What follows belongs to an exercise in optimizing a design on an open flow for small area and few clock cycles; a production flow would make more cautious choices.
Function was not checked in any run shown here: the RTL went through the layout flow alone.

==> flow/design.v, too long to show whole: its modules and the start of the top module <==
// module iqfir_lane: 2044 lines
// module iqfir_slicer: 246 lines
// module iq_fir_qpsk_slicer: 125 lines
module iq_fir_qpsk_slicer (
  input  logic                                 clk,
  input  logic                                 rst,
  input  logic                                 s_tvalid,
  output logic                                 s_tready,
  input  logic [iqfir_pkg::IN_TDATA_W-1:0]     s_tdata,
  output logic                                 m_tvalid,
  input  logic                                 m_tready,
  output logic [iqfir_pkg::OUT_TDATA_W-1:0]    m_tdata,
  output logic                                 m_tuser,
  input  logic                                 cfg_valid,
  output logic                                 cfg_ready,
  input  logic [iqfir_pkg::CFG_IDX_W-1:0]      cfg_index,
  input  logic [iqfir_pkg::WEIGHT_W-1:0]       cfg_data
);
  // ...
==> flow/flow/run.sh <==
#!/bin/bash
# Layout flow: the standard synthesis, then an inverter cleanup around the full adders
# (flow/polfix.py, checked equivalent with ABC's cec before it is used), then the standard
# layout steps. Each tool writes its full output to its own log file here.
set -euo pipefail
RES=$PWD/orfs/results/$FLOW_PLATFORM/iq_fir_qpsk_slicer/base
LIB=$FLOW_HOME/platforms/$FLOW_PLATFORM/lib/sky130_fd_sc_hd__tt_025C_1v80.lib

bash standard.sh "$RES/1_2_yosys.v" > std_synth.log 2>&1

cp "$RES/1_2_yosys.v" yosys_orig.v
if python3 flow/polfix.py yosys_orig.v yosys_pol.v > polfix.log 2>&1; then
  for n in orig pol; do
    yosys -q -p "read_liberty -ignore_miss_func $LIB; read_verilog yosys_$n.v; hierarchy -top $FLOW_TOP; flatten; proc; opt_clean; techmap; opt -fast; dffunmap; write_blif -gates $n.blif" > yosys_blif_$n.log 2>&1
  done
  yosys-abc -c "cec orig.blif pol.blif" > cec.log 2>&1 || true
  if grep -q "Networks are equivalent" cec.log; then
    cp yosys_pol.v "$RES/1_2_yosys.v"
    echo "using the cleaned netlist" >> polfix.log
  else
    echo "cec did not prove equivalence; keeping the standard netlist" >> polfix.log
  fi
  rm -f orig.blif pol.blif
fi

# smallest buffer on each port (the standard flow picks a larger delay cell)
export BUFFER_PORTS_ARGS="-buffer_cell sky130_fd_sc_hd__buf_1"
bash standard.sh > std_layout.log 2>&1
==> flow/flow/polfix.py <==
#!/usr/bin/env python3
"""Inverter cleanup around full adders in a flat gate-level netlist (Yosys output).

A full adder is self-dual: FA(~a, ~b, ~c) = (~sum, ~cout). Synthesis leaves inverters between
chained sky130 fa cells; this script chooses for each fa cell whether to implement it on
complemented signals so that as few inverters as possible are needed, then rebuilds the
inverters: at most one per signal and polarity.  Usage: polfix.py IN.v OUT.v"""
import re
import sys
import random

OUT_PINS = {"X", "Y", "Q", "Q_N", "SUM", "COUT", "HI", "LO"}
INV_RE = re.compile(r"^sky130_fd_sc_hd__(inv|clkinv)_\d+$")
FA_RE = re.compile(r"^sky130_fd_sc_hd__fa_\d+$")
FA_IN = ("A", "B", "CIN")
FA_OUT = ("SUM", "COUT")

src = open(sys.argv[1]).read()
m = re.search(r"\bmodule\b.*?;", src, re.S)
body_start = m.end()
end = src.rindex("endmodule")

# ports
ports = set()
for d in re.finditer(r"^\s*(input|output|inout)\s+(?:wire\s+)?(\[[^\]]*\]\s*)?([^;]+);", src, re.M):
    for nm in d.group(3).split(","):
        nm = nm.strip()
        if d.group(2):
            a, b = [int(x) for x in d.group(2).strip()[1:-1].split(":")]
            for i in range(min(a, b), max(a, b) + 1):
                ports.add(f"{nm}[{i}]")
        ports.add(nm)
out_ports = set()
for d in re.finditer(r"^\s*output\s+(?:wire\s+)?(\[[^\]]*\]\s*)?([^;]+);", src, re.M):
    for nm in d.group(2).split(","):
        nm = nm.strip()
        if d.group(1):
            a, b = [int(x) for x in d.group(1).strip()[1:-1].split(":")]
            for i in range(min(a, b), max(a, b) + 1):
                out_ports.add(f"{nm}[{i}]")
        out_ports.add(nm)

if re.search(r"^\s*assign\b", src, re.M):
    sys.exit("netlist has assign statements; not handled")

inst_re = re.compile(r"^\s*(sky130_fd_sc_hd__\w+)\s+(\S+)\s*\((.*?)\);\s*$", re.S | re.M)
pin_re = re.compile(r"\.(\w+)\(\s*(.*?)\s*\)(?=\s*[,)]|\s*$)", re.S)
insts = []
for mm in inst_re.finditer(src, body_start, end):
    typ, name, body = mm.group(1), mm.group(2), mm.group(3)
    pins = {}
    for p in re.finditer(r"\.(\w+)\((.*?)\)\s*(,|$)", body, re.S):
        pins[p.group(1)] = p.group(2).strip()
    insts.append({"type": typ, "name": name, "pins": pins, "span": mm.span()})

def norm(n):
    return n.strip()

driver = {}
for i, it in enumerate(insts):
    for p, n in it["pins"].items():
        if p in OUT_PINS:
            driver[norm(n)] = (i, p)

is_inv = [bool(INV_RE.match(it["type"])) for it in insts]
is_fa = [bool(FA_RE.match(it["type"])) for it in insts]
# inverters that drive a port, or whose input is a constant, stay as ordinary gates
for i, it in enumerate(insts):
    if is_inv[i]:
        y = norm(it["pins"]["Y"]); a = norm(it["pins"]["A"])
        if y in ports or "'" in a:
            is_inv[i] = False

def root(n):
    """(root net, parity) of net n, following removable inverters."""
    par = 0
    seen = 0
    while n in driver and is_inv[driver[n][0]]:
        n = norm(insts[driver[n][0]]["pins"]["A"])
        par ^= 1
        seen += 1
        if seen > 1000:
            raise SystemExit("inverter loop")
    return n, par

# loads: every input pin of a non-removable cell, plus output ports
loads = []   # (inst index or -1 for port, pin, root, parity)
for i, it in enumerate(insts):
    if is_inv[i]:
        continue
    for p, n in it["pins"].items():
        if p in OUT_PINS:
            continue
        n = norm(n)
        if "'" in n:
            continue
        r, par = root(n)
        loads.append((i, p, r, par))
for n in out_ports:
    if n in driver and is_inv[driver[n][0]]:
        pass  # cannot happen (port-driving inverters are kept)

# root -> driving fa (if any)
root_fa = {}
for i, it in enumerate(insts):
    if is_fa[i]:
        for p in FA_OUT:
            root_fa[norm(it["pins"][p])] = i
loads_of = {}
for k, (i, p, r, par) in enumerate(loads):
    loads_of.setdefault(r, []).append(k)
# port nets that are roots need their true value
port_need = {r for r in out_ports if r in driver}

o = [0] * len(insts)

def cost_root(r):
    phys = o[root_fa[r]] if r in root_fa else 0
    need = set()
    for k in loads_of.get(r, []):
        i, p, _, par = loads[k]
        need.add(par ^ (o[i] if is_fa[i] else 0))
    if r in port_need:
        need.add(0)
    return 1 if (need - {phys}) else 0

roots = set(loads_of) | set(root_fa)
total = sum(cost_root(r) for r in roots)
fa_roots = {}
for i, it in enumerate(insts):
    if is_fa[i]:
        rs = set(norm(it["pins"][p]) for p in FA_OUT)
        for p in FA_IN:
            n = norm(it["pins"][p])
            if "'" not in n:
                rs.add(root(n)[0])
        fa_roots[i] = rs
start = total
improved = True
rnd = random.Random(1)
order = list(fa_roots)
while improved:
    improved = False
    rnd.shuffle(order)
    for i in order:
        before = sum(cost_root(r) for r in fa_roots[i])
        o[i] ^= 1
        after = sum(cost_root(r) for r in fa_roots[i])
        if after < before:
            total += after - before
            improved = True
        else:
            o[i] ^= 1

# rebuild
cnt = [0]
def newnet(base):
    cnt[0] += 1
    return f"_pol{cnt[0]}_"
new_wires = []
new_insts = []
net_of = {}   # (root, parity) -> net name
for r in roots:
    phys = o[root_fa[r]] if r in root_fa else 0
    need = set()
    for k in loads_of.get(r, []):
        i, p, _, par = loads[k]
        need.add(par ^ (o[i] if is_fa[i] else 0))
    if r in port_need:
        need.add(0)
    if phys == 0:
        net_of[(r, 0)] = r
        if 1 in need:
            nn = newnet(r); new_wires.append(nn)
            new_insts.append(("sky130_fd_sc_hd__inv_1", r, nn))
            net_of[(r, 1)] = nn
    else:
        pn = newnet(r); new_wires.append(pn)
        net_of[(r, 1)] = pn
        if 0 in need:
            new_insts.append(("sky130_fd_sc_hd__inv_1", pn, r))
            net_of[(r, 0)] = r

def esc(v):
    return v + " " if v.startswith("\\") else v

pos = 0
body_text = src
pieces = []
last = 0
for i, it in enumerate(insts):
    s, e = it["span"]
    pieces.append(src[last:s])
    last = e
    if is_inv[i]:
        continue
    pins = dict(it["pins"])
    for p, n in it["pins"].items():
        nn = norm(n)
        if p in OUT_PINS:
            if is_fa[i] and o[i]:
                pins[p] = net_of[(nn, 1)]
            continue
        if "'" in nn:
            continue
        r, par = root(nn)
        need = par ^ (o[i] if is_fa[i] else 0)
        pins[p] = net_of[(r, need)]
    txt = f"  {it['type']} {it['name']} (\n" + ",\n".join(f"    .{p}({esc(v)})" for p, v in pins.items()) + "\n  );"
    pieces.append(txt)
pieces.append(src[last:end])
decl = "".join(f"  wire {w};\n" for w in new_wires)
invs = "".join(f"  sky130_fd_sc_hd__inv_1 _polinv{k}_ (\n    .A({esc(a)}),\n    .Y({esc(y)})\n  );\n"
               for k, (t, a, y) in enumerate(new_insts))
res = src[:body_start] + "\n" + decl + "".join(pieces)[len(src[:body_start]):] + invs + src[end:]
open(sys.argv[2], "w").write(res)
ninv_before = sum(1 for i, it in enumerate(insts) if INV_RE.match(it["type"]))
ninv_kept = sum(1 for i, it in enumerate(insts) if INV_RE.match(it["type"]) and not is_inv[i])
print(f"polfix: fa {sum(is_fa)}, flipped {sum(o)}, inverters {ninv_before} -> {ninv_kept + len(new_insts)} (cost {start} -> {total})")
==> flow/standard.sh <==
#!/bin/bash
# synth_recipe.tcl (not shown) runs the flow's synth.tcl, then flattens the netlist and writes it again
# the make line also repeats each setting of config.mk as NAME=value (left out here)
make -C /OpenROAD-flow-scripts/flow DESIGN_CONFIG=/design/flow/config.mk WORK_HOME=/design/flow/orfs CLKGATE_MAP_FILE= SYNTH_SCRIPT=/design/flow/synth_recipe.tcl "${@:-finish}"
==> flow/config.mk <==
export PLATFORM = sky130hd
export DESIGN_NAME = iq_fir_qpsk_slicer
export DESIGN_NICKNAME = iq_fir_qpsk_slicer
export VERILOG_FILES = /design/flow/design.v
export SDC_FILE = /design/flow/constraint.sdc
export NUM_CORES = 4
export LEC_CHECK = 0
export CAP_MARGIN = 20
export CORE_MARGIN = 2
export CORE_UTILIZATION = 60
export SLEW_MARGIN = 20
==> flow/constraint.sdc <==
create_clock -name core_clock -period 7.5 [get_ports {clk}]
set_input_delay 1.5000 -clock core_clock [delete_from_list [all_inputs] [get_ports {clk}]]
set_output_delay 1.5000 -clock core_clock [all_outputs]
set_load 0.01 [all_outputs]
==> flow_metrics.env, run 1 <==
export IMPL_cts_buffer_depth=3
export IMPL_synthCells=4667
export IMPL_ys_warn_count=1
export IMPL_multi_input_area_mm2=0.0351
export IMPL_status="timing/DRC/antenna clean"
export IMPL_seq_area_share_pct=20.5
export IMPL_drtIter0Drc=4435
export IMPL_vias=37900
export IMPL_clk_latency_ps=640
export IMPL_final_common_cell="fa_1"
export IMPL_cp_slowest_cell="fa_1"
export IMPL_die_area_mm2=0.0842
export IMPL_grt_max_degree=80
export IMPL_slew_violations=0
export IMPL_regArea_mm2=0.0112
export IMPL_multi_input_area_share_pct=64.3
export IMPL_cp_num_buf_inv=3
export IMPL_cts_htree_levels=2
export IMPL_postCtsSetupRepairBufs=1
export IMPL_nNonClkBuffers=617
export IMPL_antennaDiodeCount=1
export IMPL_arrival_ps=7670
export IMPL_critPathRequiredTime_ps=7860
export IMPL_worst_pin_slew_ps=1140
export IMPL_drive_above_1_share_pct=12.6
export IMPL_place_congestion=0.971
export IMPL_worst_slack_ps=197
export IMPL_wl_um=157000
export IMPL_hold_viol=0
export IMPL_fin_cells=5977
export IMPL_met2_length_um=69100
export IMPL_finalCritPeriodShare_pct=97.4
export IMPL_hold_start="s1_tag[26]$_DFFE_PN_"
export IMPL_slowest_delay_ps=590
export IMPL_die_h_um=290
export IMPL_nets=5854
export IMPL_dr_pass1_iters=6
export IMPL_antenna_found_initial=3
==> run 2: changes to the inputs <==
--- a/flow/config.mk
+++ b/flow/config.mk
@@ -7,5 +7,6 @@
 export LEC_CHECK = 0
 export CAP_MARGIN = 20
 export CORE_MARGIN = 2
-export CORE_UTILIZATION = 60
+export CORE_UTILIZATION = 40
+export CTS_BUF_LIST = sky130_fd_sc_hd__clkbuf_4 sky130_fd_sc_hd__clkbuf_8
 export SLEW_MARGIN = 20
==> run 2 against run 1 <==
Against the previous run: routed wire length grew 3.3%; core utilization decreased by 22 points; largest cell class unchanged; clock-buffer cell count rose by 45.
==> flow_metrics.env, run 2 <==
export IMPL_status="timing/DRC/antenna clean"
export IMPL_vias=37700
export IMPL_die_x_um=354
export IMPL_numCtsBuffers=78
export IMPL_cts_htree_levels=3
export IMPL_io_buffers=230
export IMPL_tns_ps=0
export IMPL_nets=5876
export IMPL_holdWs_ps=417
export IMPL_largest_register_ff_count=60
export IMPL_worstSetupEndpointType="flop"
export IMPL_n_fill_cell=11600
export IMPL_final_cell_mix="fa_1 (690), a22oi_1 (635), xnor2_1 (475)"
export IMPL_drive_above_1_share_pct=13.2
export IMPL_clk_latency_ps=790
export IMPL_core_mm2=0.122
export IMPL_start_util_pct=40.3
export IMPL_wl_um=162000
export IMPL_drv_cap=0
export IMPL_top_regs="digits (60), o_tag (31), s1_tag (31)"
export IMPL_top_register="digits"
export IMPL_cp_max_fo=4
export IMPL_path_class="reg2reg"
export IMPL_cts_tree="yes"
export IMPL_finalCritPeriodShare_pct=97.1
export IMPL_multi_input_area_mm2=0.0350
export IMPL_slew_headroom_pct=20.2
export IMPL_netlist_area_mm2=0.0491
export IMPL_cts_buffer_depth=3
export IMPL_clk_pin_slew_worst_paths_ps=60
export IMPL_max_freq_mhz=137
export IMPL_final_common_cell="fa_1"
export IMPL_cts_root_buf="clkbuf_8"
export IMPL_dp_hpwl_um=128000
export IMPL_dr_pass1_iters=8
export IMPL_hold_viol=0
export IMPL_slew_violations=0
export IMPL_setup_viol=0
export IMPL_clkSinkCount=394
export IMPL_critPathRequiredTime_ps=8000
export IMPL_drc=0
export IMPL_place_congestion=0.934
export IMPL_area_growth_pct=12.3
export IMPL_die_area_mm2=0.126
export IMPL_antenna_found_initial=4
export IMPL_layout_min_cycle_time_ps=7280
export IMPL_grt_pass1_wl_um=244000
export IMPL_wl_per_cell_um=24.6
export IMPL_rows=128
export IMPL_fin_cells=6584
export IMPL_grt_overflow=0
export IMPL_grt_usage_pct=25.6
export IMPL_worst_pin_slew_ps=1200
export IMPL_ys_warn_count=1
export IMPL_arrival_ps=7780
export IMPL_avgSynthCellArea_um2=10.5
export IMPL_io_pins=236
export IMPL_post_place_cells=6418
export IMPL_die_h_um=354
export IMPL_synthCells=4667
export IMPL_critPathLaunchType="flop"
export IMPL_drtIter0Drc=4543
export IMPL_hold_class="reg2reg"
export IMPL_skew_ps=52.5
export IMPL_grt_pass1_vias=38300
export IMPL_grt_max_degree=88
export IMPL_viasPerCell=5.72
export IMPL_final_antenna_net_count=0
export IMPL_regArea_mm2=0.0112
==> run 2: cell types whose count changed in the layout (fill, tap and decap cells not counted), sizes merged <==
cell      previous run  this run
clkinv              18        22
clkbuf              61       106
clkinvlp             7         2
diode                1         3
buf                616       609
bufinv               1         5
inv                377       376
==> run 2: path summary, 6_finish.rpt <==
check	slack, ps	startpoint	cells past startpoint	endpoint
worst max register to register	220	s1_sum_q[12]$_DFFE_PN_	27	o_filt_q[13]$_DFFE_PN_
worst max-delay path	220	s1_sum_q[12]$_DFFE_PN_	27	o_filt_q[13]$_DFFE_PN_
worst min-delay path	420	s1_tag[12]$_DFFE_PN_	0	o_tag[12]$_DFFE_PN_
worst min register to register	420	s1_tag[12]$_DFFE_PN_	0	o_tag[12]$_DFFE_PN_
==> run 2: routing by layer <==
metal / share of wire, % / vias to the layer above / wire length (um) / global-route usage [%]
li1: - / 16500 / - / -
met1: 42 / 18800 / 68400 / 35.7
met2: 44 / 2049 / 71900 / 39.3
met3: 10 / 350 / 16200 / 5.77
met4: 3.4 / 2 / 5440 / 8.51
met5: 0.0074 / - / 12 / 0
==> run 2: what timing repair did <==
item                       4_1_cts  5_1_grt
gates resized for setup         11       71
hold buffers                     0        0
pin swaps                        1       30
setup buffers                    2       24
setup endpoints to repair        5       29
==> run 2: through the flow <==
| step | utilization, % | worst slack (ps) | area (um^2) |
|---|---|---|---|
| floorplan | - | 47.5 | 49100 |
| global placement | 43.5 | -216 | 53000 |
| detailed placement | 43.5 | -232 | 53000 |
| CTS | 44.9 | 9.29 | 54700 |
| global route | 45.2 | -22.6 | 55100 |
| finish | 45.2 | 221 | 55100 |
==> run 2: layout make-up <==
type                    instances  area share [%]
multi-input cells            3442            63.5
flip-flops and latches        394            20.3
repair buffers                610            7.01
well taps                    1625            3.69
inverters                     373            2.55
clock buffers                 105            2.36
clock inverters                32           0.604
diodes                          3          0.0136
==> run 2: critical path, cell delays in order (launching register included) <==
cell and delay [ps]:
edfxtp_1 440, fa_2 450, fa_1 520, fa_1 610, ha_4 220, a211o_4 360, and4_4 190, or3_4 350
nand2_2 80, o21ai_1 70, nand2_1 120, o31ai_4 110, a32o_2 280, a221oi_4 300, a21oi_2 70, or2_4 260
o21ai_4 140, inv_2 60, fa_2 380, or2_2 290, a31oi_2 190, a31oi_1 70, maj3_2 300, a311o_1 330
nor3b_4 170, a31o_1 270, nand2_2 100, mux2_4 300

separate check: timing with driven ports:
How much do the figures lean on ideal ports? The routed layouts below were timed once more, with nothing changed but the port constraints. Step 1, drivers: a clkbuf_16 drives clk and a buf_2 each remaining input, both assumed. Step 2 moves the port delays by t, midway between the first and last clock arrival at a register: inputs arrive t later, outputs are due t later. That takes back most of the time a late clock gives input paths. Three values: ideal, step 1, step 2; two values: the first two.
run	shift t [ns]	setup WS [ns]	hold slack, ns	worst setup path at the end	pins driven straight from the clock port
run 1	0.697	0.197 / 0.197 / -0.142	0.417 / 0.417 / 0.417	input to register	1
run 2	0.847	0.221 / 0.221 / 0.013	0.417 / 0.417 / 0.417	input to register	1
With both steps, setup timing fails in run 1, where it was met with ideal ports. For run 1, which loses most, drivers alone change the setup slack by 0.000 ns; drivers and shift together by -0.339 ns.
